Background: an optimization exercise with open tools, aiming at small area. Do not read the settings as production practice.
The RTL was checked by simulation tests, not by an equivalence proof against the original design.
No activity file was given, so power comes from the tool's default toggle rates.

==> design/flow/design.v <==
module scanline_buf_ctrl #(
    parameter int unsigned REPEAT      = 2,
    parameter int unsigned LINE_LEN    = 256,
    parameter logic [5:0]  BLANK_COLOR = 6'h0F
) (
    input  logic       clk,
    input  logic       rst_n,
    input  logic       ppu_pix_valid,
    input  logic [7:0] ppu_pix_x,
    input  logic [5:0] ppu_pix_data,
    input  logic       ppu_line_done,
    input  logic       flush,
    input  logic [7:0] vga_addr,
    input  logic       vga_line_end,
    output logic [5:0] vga_pixel,
    output logic       disp_valid,
    output logic [7:0] underrun_cnt,
    output logic       overrun
);
    typedef enum logic [1:0] {
        EMPTY   = 2'd0,
        PENDING = 2'd1,
        SHOW    = 2'd2
    } state_t;
    localparam logic [1:0] REP_LAST = 2'(REPEAT - 1);
    localparam int unsigned NWORDS = 512;
    state_t     state_q;
    logic       wr_bank_q;       
    logic       first_line_q;
    logic       disp_valid_q;
    logic       show_q;
    logic       pol_q;
    logic [1:0] rep_cnt_q;
    logic [5:0] rd_data_q;
    logic line_end;
    logic line_done;
    logic swap_pt;
    logic wr_en;
    assign line_end  = vga_line_end;
    assign line_done = ppu_line_done;
    assign swap_pt   = line_end &&
                       ((rep_cnt_q == REP_LAST) || (state_q == PENDING && first_line_q));
    assign wr_en     = ppu_pix_valid && (state_q != PENDING) &&
                       (32'(ppu_pix_x) < LINE_LEN);
    always_ff @(posedge clk or negedge rst_n) begin
        if (!rst_n) begin
            state_q      <= EMPTY;
            wr_bank_q    <= 1'b0;
            rep_cnt_q    <= 2'd0;
            first_line_q <= 1'b0;
            disp_valid_q <= 1'b0;
        end else if (flush) begin
            state_q      <= EMPTY;
            rep_cnt_q    <= 2'd0;
            first_line_q <= 1'b0;
            disp_valid_q <= 1'b0;
        end else begin
            case (state_q)
                EMPTY: begin
                    if (line_end) begin
                        rep_cnt_q <= (rep_cnt_q == REP_LAST) ? 2'd0 : rep_cnt_q + 2'd1;
                    end
                    if (line_done) begin
                        state_q      <= PENDING;
                        first_line_q <= 1'b1;
                    end
                end
                PENDING: begin
                    if (swap_pt) begin
                        wr_bank_q    <= ~wr_bank_q;
                        rep_cnt_q    <= 2'd0;
                        disp_valid_q <= 1'b1;
                        first_line_q <= 1'b0;
                        state_q      <= SHOW;
                    end else if (line_end) begin
                        rep_cnt_q <= rep_cnt_q + 2'd1;
                    end
                end
                SHOW: begin
                    if (swap_pt) begin
                        rep_cnt_q <= 2'd0;
                        if (line_done) begin
                            wr_bank_q <= ~wr_bank_q;
                        end
                    end else begin
                        if (line_end) begin
                            rep_cnt_q <= rep_cnt_q + 2'd1;
                        end
                        if (line_done) begin
                            state_q <= PENDING;
                        end
                    end
                end
                default: state_q <= EMPTY;
            endcase
        end
    end
    logic [7:0] underrun_cnt_q;
    logic       overrun_q;
    always_ff @(posedge clk or negedge rst_n) begin
        if (!rst_n) begin
            underrun_cnt_q <= 8'd0;
            overrun_q      <= 1'b0;
        end else if (!flush) begin
            if (state_q == SHOW && swap_pt && !line_done && underrun_cnt_q != 8'hFF) begin
                underrun_cnt_q <= underrun_cnt_q + 8'd1;
            end
            if (state_q == PENDING && line_done) begin
                overrun_q <= 1'b1;
            end
        end
    end
    assign underrun_cnt = underrun_cnt_q;
    assign overrun      = overrun_q;
    always_ff @(posedge clk or negedge rst_n) begin
        if (!rst_n) pol_q <= 1'b0;
        else        pol_q <= ~pol_q;
    end
    logic [NWORDS-1:0] we;
    logic [63:0]       row_n;
    logic [5:0]        col_x [0:7];
    logic [255:0]      rsel;
    logic [8:0]        waddr;
    logic [5:0]        wdat_n;       
    logic [7:0]        wsel_hi;      
    logic [7:0]        wsel_mid;     
    logic [7:0]        wsel_col;     
    logic [7:0]        wsel_col_n;
    assign waddr  = {wr_bank_q, ppu_pix_x};
    assign wdat_n = ~(ppu_pix_data ^ {6{pol_q}});
    scanline_buf_dec3 u_wdec_hi  (.en(wr_en), .a(waddr[8:6]), .y(wsel_hi));
    scanline_buf_dec3 u_wdec_mid (.en(1'b1),  .a(waddr[5:3]), .y(wsel_mid));
    scanline_buf_dec3 u_wdec_col (.en(1'b1),  .a(waddr[2:0]), .y(wsel_col));
    assign wsel_col_n = ~wsel_col;
    for (genvar r = 0; r < 64; r++) begin : g_wrow
        scanline_buf_nand2 u_row (.a(wsel_hi[r/8]), .b(wsel_mid[r%8]), .y(row_n[r]));
    end
    for (genvar c = 0; c < 8; c++) begin : g_wcol
        for (genvar b = 0; b < 6; b++) begin : g_bit
            scanline_buf_nand2 u_colx (.a(wdat_n[b]), .b(wsel_col[c]), .y(col_x[c][b]));
        end
    end
    for (genvar w = 0; w < NWORDS; w++) begin : g_we
        scanline_buf_nor2 u_we (.a(row_n[w/8]), .b(wsel_col_n[w%8]), .y(we[w]));
    end
    logic [15:0] rlo_n, rhi_n;
    scanline_buf_dec4 u_rdec_lo (.a(vga_addr[3:0]), .y_n(rlo_n));
    scanline_buf_dec4 u_rdec_hi (.a(vga_addr[7:4]), .y_n(rhi_n));
    for (genvar a = 0; a < 256; a++) begin : g_rsel
        scanline_buf_nor2 u_rsel (.a(rlo_n[a%16]), .b(rhi_n[a/16]), .y(rsel[a]));
    end
    logic [6*NWORDS-1:0] cell_q, cell_d;
    for (genvar w = 0; w < NWORDS; w++) begin : g_word
        for (genvar b = 0; b < 6; b++) begin : g_bit
            scanline_buf_wcell u_cell (
                .q   (cell_q[6*w+b]),
                .we  (we[w]),
                .we_n(row_n[w/8]),
                .x   (col_x[w%8][b]),
                .d   (cell_d[6*w+b])
            );
        end
    end
    always_ff @(posedge clk) begin
        cell_q <= cell_d;
    end
    logic [5:0] rd_pix;
    for (genvar b = 0; b < 6; b++) begin : g_rbit
        logic [1:0] bank_n;
        for (genvar k = 0; k < 2; k++) begin : g_bank
            logic [85:0] l1_n;      
            logic [21:0] l2;        
            logic [10:0] l3_n;      
            logic [2:0]  l4;        
            for (genvar g = 0; g < 84; g++) begin : g_l1
                scanline_buf_rd3 u_rd (
                    .s0(rsel[3*g]),   .d0(cell_q[6*(256*k+3*g)+b]),
                    .s1(rsel[3*g+1]), .d1(cell_q[6*(256*k+3*g+1)+b]),
                    .s2(rsel[3*g+2]), .d2(cell_q[6*(256*k+3*g+2)+b]),
                    .y (l1_n[g])
                );
            end
            for (genvar g = 0; g < 2; g++) begin : g_l1b
                scanline_buf_rd2 u_rd (
                    .s0(rsel[252+2*g]),   .d0(cell_q[6*(256*k+252+2*g)+b]),
                    .s1(rsel[252+2*g+1]), .d1(cell_q[6*(256*k+252+2*g+1)+b]),
                    .y (l1_n[84+g])
                );
            end
            for (genvar g = 0; g < 21; g++) begin : g_l2
                scanline_buf_nand4 u_g (.a(l1_n[4*g]), .b(l1_n[4*g+1]), .c(l1_n[4*g+2]),
                                        .d(l1_n[4*g+3]), .y(l2[g]));
            end
            scanline_buf_nand2 u_l2b (.a(l1_n[84]), .b(l1_n[85]), .y(l2[21]));
            for (genvar g = 0; g < 11; g++) begin : g_l3
                scanline_buf_nor2 u_g (.a(l2[2*g]), .b(l2[2*g+1]), .y(l3_n[g]));
            end
            for (genvar g = 0; g < 2; g++) begin : g_l4
                scanline_buf_nand4 u_g (.a(l3_n[4*g]), .b(l3_n[4*g+1]), .c(l3_n[4*g+2]),
                                        .d(l3_n[4*g+3]), .y(l4[g]));
            end
            scanline_buf_nand3 u_l4b (.a(l3_n[8]), .b(l3_n[9]), .c(l3_n[10]), .y(l4[2]));
            scanline_buf_nor3 u_l5 (.a(l4[0]), .b(l4[1]), .c(l4[2]), .y(bank_n[k]));
        end
        scanline_buf_wcell u_bsel (
            .q   (bank_n[1]),
            .we  (wr_bank_q),
            .we_n(~wr_bank_q),
            .x   (bank_n[0]),
            .d   (rd_pix[b])
        );
    end
    always_ff @(posedge clk) begin
        rd_data_q <= rd_pix;
    end
    always_ff @(posedge clk or negedge rst_n) begin
        if (!rst_n) begin
            show_q <= 1'b0;
        end else begin
            show_q <= disp_valid_q && !flush;
        end
    end
    assign vga_pixel  = show_q ? (rd_data_q ^ {6{~pol_q}}) : BLANK_COLOR;
    assign disp_valid = disp_valid_q;
endmodule
module scanline_buf_wcell (
    input  logic q,
    input  logic we,
    input  logic we_n,
    input  logic x,
    output logic d
);
    assign d = ~((q | we) & (we_n | x));
endmodule
module scanline_buf_rd3 (
    input  logic s0, d0, s1, d1, s2, d2,
    output logic y
);
    assign y = ~((s0 & d0) | (s1 & d1) | (s2 & d2));
endmodule
module scanline_buf_rd2 (
    input  logic s0, d0, s1, d1,
    output logic y
);
    assign y = ~((s0 & d0) | (s1 & d1));
endmodule
module scanline_buf_nand4 (input logic a, b, c, d, output logic y);
    assign y = ~(a & b & c & d);
endmodule
module scanline_buf_nand3 (input logic a, b, c, output logic y);
    assign y = ~(a & b & c);
endmodule
module scanline_buf_nand2 (input logic a, b, output logic y);
    assign y = ~(a & b);
endmodule
module scanline_buf_nor3 (input logic a, b, c, output logic y);
    assign y = ~(a | b | c);
endmodule
module scanline_buf_nor2 (input logic a, b, output logic y);
    assign y = ~(a | b);
endmodule
module scanline_buf_dec4 (
    input  logic [3:0]  a,
    output logic [15:0] y_n
);
    logic [3:0] a_n;
    assign a_n = ~a;
    for (genvar i = 0; i < 16; i++) begin : g_out
        scanline_buf_nand4 u_g (
            .a(i[0] ? a[0] : a_n[0]),
            .b(i[1] ? a[1] : a_n[1]),
            .c(i[2] ? a[2] : a_n[2]),
            .d(i[3] ? a[3] : a_n[3]),
            .y(y_n[i])
        );
    end
endmodule
module scanline_buf_dec3 (
    input  logic       en,
    input  logic [2:0] a,
    output logic [7:0] y
);
    always_comb begin
        for (int i = 0; i < 8; i++) begin
            y[i] = en && (a == 3'(i));
        end
    end
endmodule
==> design/flow/flow/run.sh <==
#!/bin/bash
# The standard layout (standard.sh), with two changes:
# - the port buffers are buf_2 cells rather than the flow's default delay
#   cells, which the resizer cannot later swap for a faster buffer;
# - clock tree synthesis builds larger sink clusters and inserts no dummy
#   loads, so the clock tree uses far fewer buffers.
# Each step's output goes to a log file here.
set -euo pipefail
export BUFFER_PORTS_ARGS="-buffer_cell sky130_fd_sc_hd__buf_2"
export CTS_ARGS="-sink_clustering_enable -repair_clock_nets -dont_use_dummy_load -sink_clustering_size 25 -sink_clustering_max_diameter 60"
for step in synth floorplan place cts route finish; do
  bash standard.sh "$step" > "log_${step}.log" 2>&1
done
==> design/flow/standard.sh <==
#!/bin/bash
# synth_recipe.tcl (not shown) runs the flow's synth.tcl, then flattens the netlist and writes it again
# the make line also repeats each setting of config.mk as NAME=value (left out here)
make -C /OpenROAD-flow-scripts/flow DESIGN_CONFIG=/design/flow/config.mk WORK_HOME=/design/flow/orfs CLKGATE_MAP_FILE= SYNTH_SCRIPT=/design/flow/synth_recipe.tcl "${@:-finish}"
==> design/flow/config.mk <==
export PLATFORM = sky130hd
export DESIGN_NAME = scanline_buf_ctrl
export DESIGN_NICKNAME = scanline_buf_ctrl
export VERILOG_FILES = /design/flow/design.v
export SDC_FILE = /design/flow/constraint.sdc
export NUM_CORES = 4
export LEC_CHECK = 0
export CAP_MARGIN = 10
export CORE_MARGIN = 2
export CORE_UTILIZATION = 40
export SETUP_SLACK_MARGIN = 0.45
export SLEW_MARGIN = 10
export SYNTH_HIERARCHICAL = 1
export SYNTH_MINIMUM_KEEP_SIZE = 0
==> design/flow/constraint.sdc <==
create_clock -name core_clock -period 3.5 [get_ports {clk}]
set_input_delay 0.7000 -clock core_clock [delete_from_list [all_inputs] [get_ports {clk}]]
set_output_delay 0.7000 -clock core_clock [all_outputs]
set_load 0.01 [all_outputs]
==> metrics.cfg <==
[layout]
area_delta_synth_final_pct=19.8
num-nets-final=9929
stdcell_count=13100
multi_input_area_um2=37500
num-fill-cells=22000
drive_above_1_share=0.149
layout_common_cells=o22ai_1 (3078), dfxtp_1 (3078), a222oi_1 (1008)
seqCellArea_um2=62100

[detailed_routing]
met3_length_um=68800
wl_met1_um=176000
top_layer=met5
initialDrtViolationCount=19400
vias=98500
route.met2.wl_um=194000
post-route-drc-count=0
ant_nets=0
first_pass_iters=14
viasPerCell=7.50
wl_per_cell_um=36.5
routed_wl_um=479000

[die]
start_util=0.402
dieWidth_um=501
fp.dieH_um=501
core_area_um2=246000
pin_count=44
num_rows=182
die_area_um2=251000

[setup_path]
startpoint=state_q[0]
worstPathRequired_ps=4210
endpoint_kind=register
cp_top_family=simple AND/OR/NAND/NOR gates
cp_num_buf_inv=1
critPathLaunchType=register
slowest_delay_ps=610
r2r_start=state_q[0]
cp_max_fo=38
reg2reg_setup_slack_ps=260
cp.depth=7
arrival_ps=3950
critical_path_class=reg -> reg
cp_cell_sequence=ha_1 -> and2b_1 -> nor4b_2 -> buf_4 -> nand2_2 -> nor2_1 -> o22ai_1
crit_slowest_cell=nor2_1
reg2regPathDepth=7

[grt]
grt_pass1_wl_um=666000
grt_max_degree=65
grt_pass1_vias=90500
antenna_found_initial=14
grt_usage=0.362
grt-ovfl-total=0

[min_path]
hp-start=flush
whs_path_depth=2
hold_path.class=in -> reg

[logic_synthesis]
synthArstFlopShare=0.00581
synth_flop_cell=dfxtp_1
ys_ff_latch=3096
synth_edf_count=0
synthCells=8700
avgSynthCellArea_um2=11.3
yosysSeqAreaShare=0.629
ys.warnings.count=9
synth_cell_types=47
syn_area_um2=98700

[clocking]
clk_pin_slew_worst_paths_ps=90
clk-insertion-delay-late_ps=930
htreeDepth=4
root_buffer=clkbuf_16
cts_buffer_depth=3
cts.sinks=3096
cts_tree=built
cts_made_buffers=178

[timing]
worst_pin_slew_ps=1250
clock_skew_ps=93.4
period_share=0.927
max-slew-margin-rel=0.162
fmax_ghz=0.308
hold_viol_final=0
fin_setup_tns_ps=0
setup_viol=0
slew_violations=0
rsz0062_at_grt=true
post-route-min-period_ps=3240

[power_and_ir_drop]
power.total_mw=59.3
irDropWorstVdd_mv=0.518
powerDensity_nw_per_um2=501
p_leak_nw=42.2

[place]
dp.cells=12900
gp_congestion=1.00
place_hpwl_um=299000
numPortBuffers=43

[run_status]
outcome=finished clean

[job]
max_cap_violations=0

==> final timing paths <==
check / endpoint
worst min-delay path: state_q[0]
worst max register to register: cell_q[144]
max in group asynchronous: pol_q
min in group asynchronous: underrun_cnt_q[2]
worst min register to register: cell_q[697]
worst max-delay path: cell_q[144]
==> Yosys stat by module, one instance, submodules excluded, a selection <==
module              flip-flops and latches  cell area (µm²)  copies in the design
scanline_buf_rd2                         0             12.5                    24
scanline_buf_ctrl                     3096            62800                     1
scanline_buf_dec3                        0             96.3                     3
scanline_buf_nor2                        0             3.75                   900
scanline_buf_wcell                       0             6.26                  3078
scanline_buf_nand4                       0             6.26                   308
scanline_buf_rd3                         0             10.0                  1008
scanline_buf_dec4                        0             15.0                     2
scanline_buf_nand2                       0             3.75                   124
==> per-layer routing <==
layer  track usage  vias up
met5             0        -
met4         0.246        6
met3         0.107     2000
met2         0.514     8156
met1         0.471    48400
li1              -    40000
==> worst reg2reg max path, stage by stage (launching register included) <==
cell	delay, ps
dfrtp_1	420
ha_1	210
and2b_1	530
nor4b_2	310
buf_4	340
nand2_2	480
nor2_1	620
o22ai_1	170
==> layout make-up <==
class                   count  area share
inverters                  24     0.00104
well taps                3220      0.0341
repair buffers           1005      0.0851
clock buffers             178      0.0377
flip-flops and latches   3096       0.525
diodes                     15    0.000317
multi-input cells        5590       0.317
==> synthesized netlist by cell type, types with 2 or more instances <==
cell type / instances / area, µm²
a21o_1: 3 / 22.5
a21oi_1: 4 / 20.0
a222oi_1: 1008 / 10100
a22oi_2: 24 / 300
and2_1: 3 / 18.8
and3_1: 2 / 12.5
and4_2: 3 / 30.0
and4b_2: 9 / 101
and4bb_2: 9 / 113
clkbuf_1: 2 / 7.51
dfrtp_1: 18 / 450
dfxtp_1: 3078 / 61600
ha_1: 6 / 75.1
inv_1: 24 / 90.1
mux2_1: 3 / 33.8
mux2i_1: 3 / 30.0
nand2_1: 133 / 499
nand3_1: 16 / 80.1
nand4_1: 312 / 1950
nor2_1: 904 / 3390
nor2b_1: 2 / 12.5
nor3_2: 12 / 120
nor4b_2: 3 / 45.0
o21ai_0: 2 / 10.0
o22ai_1: 3078 / 19300
xnor2_1: 15 / 131
xor2_1: 4 / 35.0
==> sequential cells by signal, summed over array words and instances (netlist names) <==
signal and flops:
state_q 2, show_q 1, rd_data_q 6, overrun_q 1
cell_q 3072, first_line_q 1, rep_cnt_q 2, disp_valid_q 1
underrun_cnt_q 8, pol_q 1, wr_bank_q 1
==> logic make-up after synthesis <==
kind of cell / share of synthesized area
AOI/OAI and AO/OA: 0.302
buffers and inverters: 0.00123
muxes: 0.000646
other: 0.0000380
and+or+nand+nor: 0.0654
DFF: 0.629
adders and majority gates: 0.000760
xor gates and xnor gates: 0.00169
==> metrics by stage <==
stage | setup slack [ps] | hold slack, ps | utilization | area, µm²
after global placement | -685 | 428 | 0.460 | 113000
after CTS | 440 | 76.9 | 0.479 | 118000
final | 256 | 121 | 0.481 | 118000
after global routing | 276 | 137 | 0.481 | 118000
after detailed placement | -728 | 436 | 0.460 | 113000
after floorplan | 370 | 404 | - | 98800
==> power breakdown <==
part,internal [mW],switching [mW]
logic,0.757,1.54
registers,35.9,0.425
clock network,9.01,11.6
total,45.6,13.6
==> timing repair <==
action / 4_1_cts / 5_1_grt
resized for setup: 25 / 138
setup endpoints to repair: 80 / 197
pin swaps: 16 / 64
setup buffers: 2 / 24
hold endpoints to repair: 18 / 0
hold buffers: 1 / 0

-- static timing again, ports no longer ideal --
The results above use ideal ports. As a check the final layout listed here was re-extracted and re-timed, cells and wires unchanged.
Step 1: set_driving_cell puts a clkbuf_16 on clk and a buf_2 on each other input, an assumption about the parent block.
Step 2 moves the port delays by t, midway between the first and last clock arrival at a register: inputs arrive t later, outputs are due t later. That takes back most of the time a late clock gives input paths.
a / b / c = no drivers / after step 1 / after step 2; a / b = the first two.
shift t [ns]: 0.965
slack for setup (ns): 0.256 / 0.205 / -0.760
clock arrival spread, ns: 0.138 / 0.138
worst slew at a driven data input, ns: 0.23
With both steps, setup timing fails in this run, where it was met with ideal ports. The setup slack of this run moves by -0.051 ns with the drivers and by -1.016 ns with both steps.
